From an optimization exercise on the open Yosys and OpenROAD flow, aimed at small area; shortcuts taken in it are not production practice.
Where RTL was checked, it was by simulation tests only, not by an equivalence proof against the original.

==> module synthCore, before the edit <==
module synthCore
(
	input logic MAX10_CLK2_50,
	input logic rstN,
	input logic sampleTick,
	input logic [25:0] cfg,
	output logic signed [15:0] sampleOut,
	output logic sampleValid
);
	logic [3:0][3:0] notes;
	logic [3:0][1:0] waves;
	logic [15:0] amp;
	logic rtV;
	logic [1:0] rtIdx;
	logic [3:0][7:0] ph;
	logic [2:0] st;
	logic [1:0] sw;
	logic lastF;
	logic [32:0] acc;
	wire wrV = cfg[25] & ~cfg[24];
	wire wrA = cfg[25] & cfg[24];
	always_ff @(posedge MAX10_CLK2_50 or negedge rstN) begin
		if (!rstN) begin
			notes <= '0;
			waves <= '0;
			amp <= '0;
			rtV <= 1'b0;
		end else begin
			rtV <= wrV;
			if (wrV) begin
				notes[cfg[23:22]] <= cfg[21:18];
				waves[cfg[23:22]] <= cfg[17:16];
			end
			if (wrA) amp <= cfg[15:0];
		end
	end
	always_ff @(posedge MAX10_CLK2_50) rtIdx <= cfg[23:22];
	wire [1:0] vi = st[1:0];
	wire enV = st[2];
	wire [1:0] tIdx = st[1:0] - 2'd1;
	wire tV = (st[2] & (st[1:0] != 2'd0)) | (st == 3'b000);
	wire [1:0] sIdx = {lastF | ~st[1], lastF | st[0]};
	wire sV = lastF | (st[2] & st[1]) | (st == 3'b000);
	wire [1:0] rot = sV ? sIdx : 2'd0;
	logic pzT, pzS;
	wire [7:0] sp = ph[0];
	wire [7:0] phNext = (pzS | (rtV && rtIdx == sIdx)) ? 8'd0 : (sp + {4'b0, notes[sIdx]} + 8'd1);
	wire [1:0] zSlot = rtIdx - rot - {1'b0, sV};
	wire zEn = rtV && !(enV && rtIdx == vi) && !(tV && rtIdx == tIdx);
	always_ff @(posedge MAX10_CLK2_50 or negedge rstN) begin
		if (!rstN) begin
			ph <= '0;
		end else begin
			for (int k = 0; k < 4; k++) begin
				if (zEn && zSlot == 2'(k)) ph[k] <= '0;
				else if (sV) ph[k] <= (k == 3) ? phNext : ph[(k + 1) % 4];
			end
		end
	end
	always_ff @(posedge MAX10_CLK2_50) begin
		pzT <= rtV && rtIdx == vi;
		pzS <= pzT | (rtV && rtIdx == tIdx);
		sw <= waves[tIdx];
	end
	logic [7:0] x;
	logic sn;
	logic [4:0] one, two, neg;
	wire isSq = (sw == 2'd2);
	wire isTri = (sw == 2'd3);
	always_comb begin
		case (sw)
			2'd1: begin x = {~sp[7], sp[6:0]}; sn = 1'b0; end
			2'd2: begin x = 8'h80; sn = ~sp[7]; end
			2'd3: begin x = {~sp[6], sp[5:0], 1'b0}; sn = sp[7]; end
			default: begin x = 8'h00; sn = 1'b0; end
		endcase
		one[0] = isSq;
		two[0] = isTri & sp[7];
		neg[0] = (isSq & ~sp[7]) | (isTri & sp[7]);
		for (int i = 0; i < 4; i++) begin
			logic b2, b1, b0;
			b2 = x[2*i+1];
			b1 = x[2*i];
			b0 = (i == 0) ? 1'b0 : x[2*i-1];
			one[i+1] = b1 ^ b0;
			two[i+1] = (b2 & ~b1 & ~b0) | (~b2 & b1 & b0);
			neg[i+1] = b2 ^ sn;
		end
	end
	wire [32:0] sum;
	localparam logic [32:0] frameBias = 33'h157f80000;
	wire first = (st == 3'b110);
	wire [32:0] ag = first ? frameBias : acc;
	voiceMixer mac (
		.A(amp),
		.one(one),
		.two(two),
		.neg(neg),
		.ag(ag),
		.sum(sum)
	);
	always_ff @(posedge MAX10_CLK2_50) acc <= sum;
	always_ff @(posedge MAX10_CLK2_50 or negedge rstN) begin
		if (!rstN) begin
			st <= 3'b001;
			lastF <= 1'b0;
			sampleValid <= 1'b0;
			sampleOut <= '0;
		end else begin
			if (st[2]) st <= {~&st[1:0], st[1:0] + 2'd1};
			else st <= sampleTick ? 3'b100 : 3'b001;
			lastF <= (st == 3'b000);
			sampleValid <= lastF;
			if (lastF) sampleOut <= sum[32:17];
		end
	end
endmodule
Settings: LEC_CHECK=0, CAP_MARGIN=20, CORE_MARGIN=2, CORE_UTILIZATION=60, CTS_BUF_LIST=sky130_fd_sc_hd__clkbuf_8, SLEW_MARGIN=20, BUFFER_PORTS_ARGS=-buffer_cell sky130_fd_sc_hd__buf_1, CTS_ARGS=-sink_clustering_enable -repair_clock_nets -dont_use_dummy_load -buf_list {sky130_fd_sc_hd__clkbuf_4 sky130_fd_sc_hd__clkbuf_8}; clock period 10.0 ns.
standard.sh (not shown) runs the stock make flow with config.mk's settings and CLKGATE_MAP_FILE= SYNTH_SCRIPT=/design/flow/synth_recipe.tcl, a recipe that flattens the netlist after the stock synthesis.
==> flow/flow/run.sh <==
#!/bin/bash
# The standard layout (standard.sh, with its standard synthesis) with
# these changes:
# - after synthesis, fapol.py picks each full adder's polarity (a full adder
#   is self-dual) so the netlist needs fewer inverters, and turns half adders
#   with one output in use into plain gates; registers are not touched;
# - the port buffers are the smallest buffer cell;
# - clock tree synthesis inserts no dummy loads.
# Each tool's output goes to a log file here: synth.log, fapol.log, flow.log.
set -euo pipefail
cat >> config.mk <<'EOC'
export BUFFER_PORTS_ARGS = -buffer_cell sky130_fd_sc_hd__buf_1
export CTS_ARGS = -sink_clustering_enable -repair_clock_nets -dont_use_dummy_load -buf_list {sky130_fd_sc_hd__clkbuf_4 sky130_fd_sc_hd__clkbuf_8}
EOC
bash standard.sh synth > synth.log 2>&1
R=orfs/results/sky130hd/synthCore/base
cp $R/1_2_yosys.v $R/1_2_yosys.orig.v
python3 flow/fapol.py $R/1_2_yosys.orig.v $R/1_2_yosys.v > fapol.log 2>&1
rm -f $R/1_synth.odb
bash standard.sh finish > flow.log 2>&1
Other scripts of this flow, unchanged in this note and not shown: flow/flow/fapol.py
==> next run, changes <==
--- a/flow/design.v
+++ b/flow/design.v
@@ -364,12 +364,13 @@
 	logic [1:0] rtIdx;
 	logic [3:0][7:0] ph;
 	logic [2:0] st;
+	logic [7:0] sp;
 	logic [1:0] sw;
 	logic lastF;
 	logic [32:0] acc;
 	wire wrV = cfg[25] & ~cfg[24];
 	wire wrA = cfg[25] & cfg[24];
-	always_ff @(posedge MAX10_CLK2_50 or negedge rstN) begin
+	always_ff @(posedge MAX10_CLK2_50) begin
 		if (!rstN) begin
 			notes <= '0;
 			waves <= '0;
@@ -389,27 +390,25 @@
 	wire enV = st[2];
 	wire [1:0] tIdx = st[1:0] - 2'd1;
 	wire tV = (st[2] & (st[1:0] != 2'd0)) | (st == 3'b000);
-	wire [1:0] sIdx = {lastF | ~st[1], lastF | st[0]};
-	wire sV = lastF | (st[2] & st[1]) | (st == 3'b000);
-	wire [1:0] rot = sV ? sIdx : 2'd0;
-	logic pzT, pzS;
-	wire [7:0] sp = ph[0];
-	wire [7:0] phNext = (pzS | (rtV && rtIdx == sIdx)) ? 8'd0 : (sp + {4'b0, notes[sIdx]} + 8'd1);
-	wire [1:0] zSlot = rtIdx - rot - {1'b0, sV};
-	wire zEn = rtV && !(enV && rtIdx == vi) && !(tV && rtIdx == tIdx);
-	always_ff @(posedge MAX10_CLK2_50 or negedge rstN) begin
+	wire [1:0] rot = tV ? tIdx : 2'd0;
+	logic pzT;
+	wire [7:0] phSel = ph[0];
+	wire [7:0] phNext = (pzT | (rtV && rtIdx == tIdx)) ? 8'd0 : (phSel + {4'b0, notes[tIdx]} + 8'd1);
+	wire [1:0] zSlot = rtIdx - rot - {1'b0, tV};
+	wire zEn = rtV && !(enV && rtIdx == vi);
+	always_ff @(posedge MAX10_CLK2_50) begin
 		if (!rstN) begin
 			ph <= '0;
 		end else begin
 			for (int k = 0; k < 4; k++) begin
 				if (zEn && zSlot == 2'(k)) ph[k] <= '0;
-				else if (sV) ph[k] <= (k == 3) ? phNext : ph[(k + 1) % 4];
+				else if (tV) ph[k] <= (k == 3) ? phNext : ph[(k + 1) % 4];
 			end
 		end
 	end
 	always_ff @(posedge MAX10_CLK2_50) begin
 		pzT <= rtV && rtIdx == vi;
-		pzS <= pzT | (rtV && rtIdx == tIdx);
+		sp <= phSel;
 		sw <= waves[tIdx];
 	end
 	logic [7:0] x;
The new run produced a clean layout.
Wire length shrinks by 6.8%.
Worst setup slack is better by 0.38 ns.
First-iteration DRC count decreases by 19%.
Hold slack degrades by 0.081 ns.
Synthesized cell count fell by 1.4%.
Critical path depth goes down by 10.
For the second run of this note, only the layout was checked, not whether the RTL still works.

## re-timing with driven ports
How much do the figures lean on ideal ports? The routed layouts below were timed once more, with nothing changed but the port constraints.
Step 1, drivers: a clkbuf_16 drives MAX10_CLK2_50 and a buf_2 each remaining input, both assumed.
Step 2 moves the port delays by t, midway between the first and last clock arrival at a register: inputs arrive t later, outputs are due t later. That takes back most of the time a late clock gives input paths.
a / b / c = no drivers / after step 1 / after step 2; a / b = the first two.
| run | t (ns) | setup WS [ns] | hold WS [ns] | worst setup path after step 2 | clock arrival spread, ns |
|---|---|---|---|---|---|
| the first run | 0.484 | 1.321 / 1.321 / 1.321 | 0.457 / 0.457 / 0.457 | register to register | 0.033 / 0.033 |
| the second run | 0.473 | 1.702 / 1.702 / 1.702 | 0.376 / 0.376 / 0.376 | register to register | 0.046 / 0.046 |
After both steps every run listed still meets setup and hold.
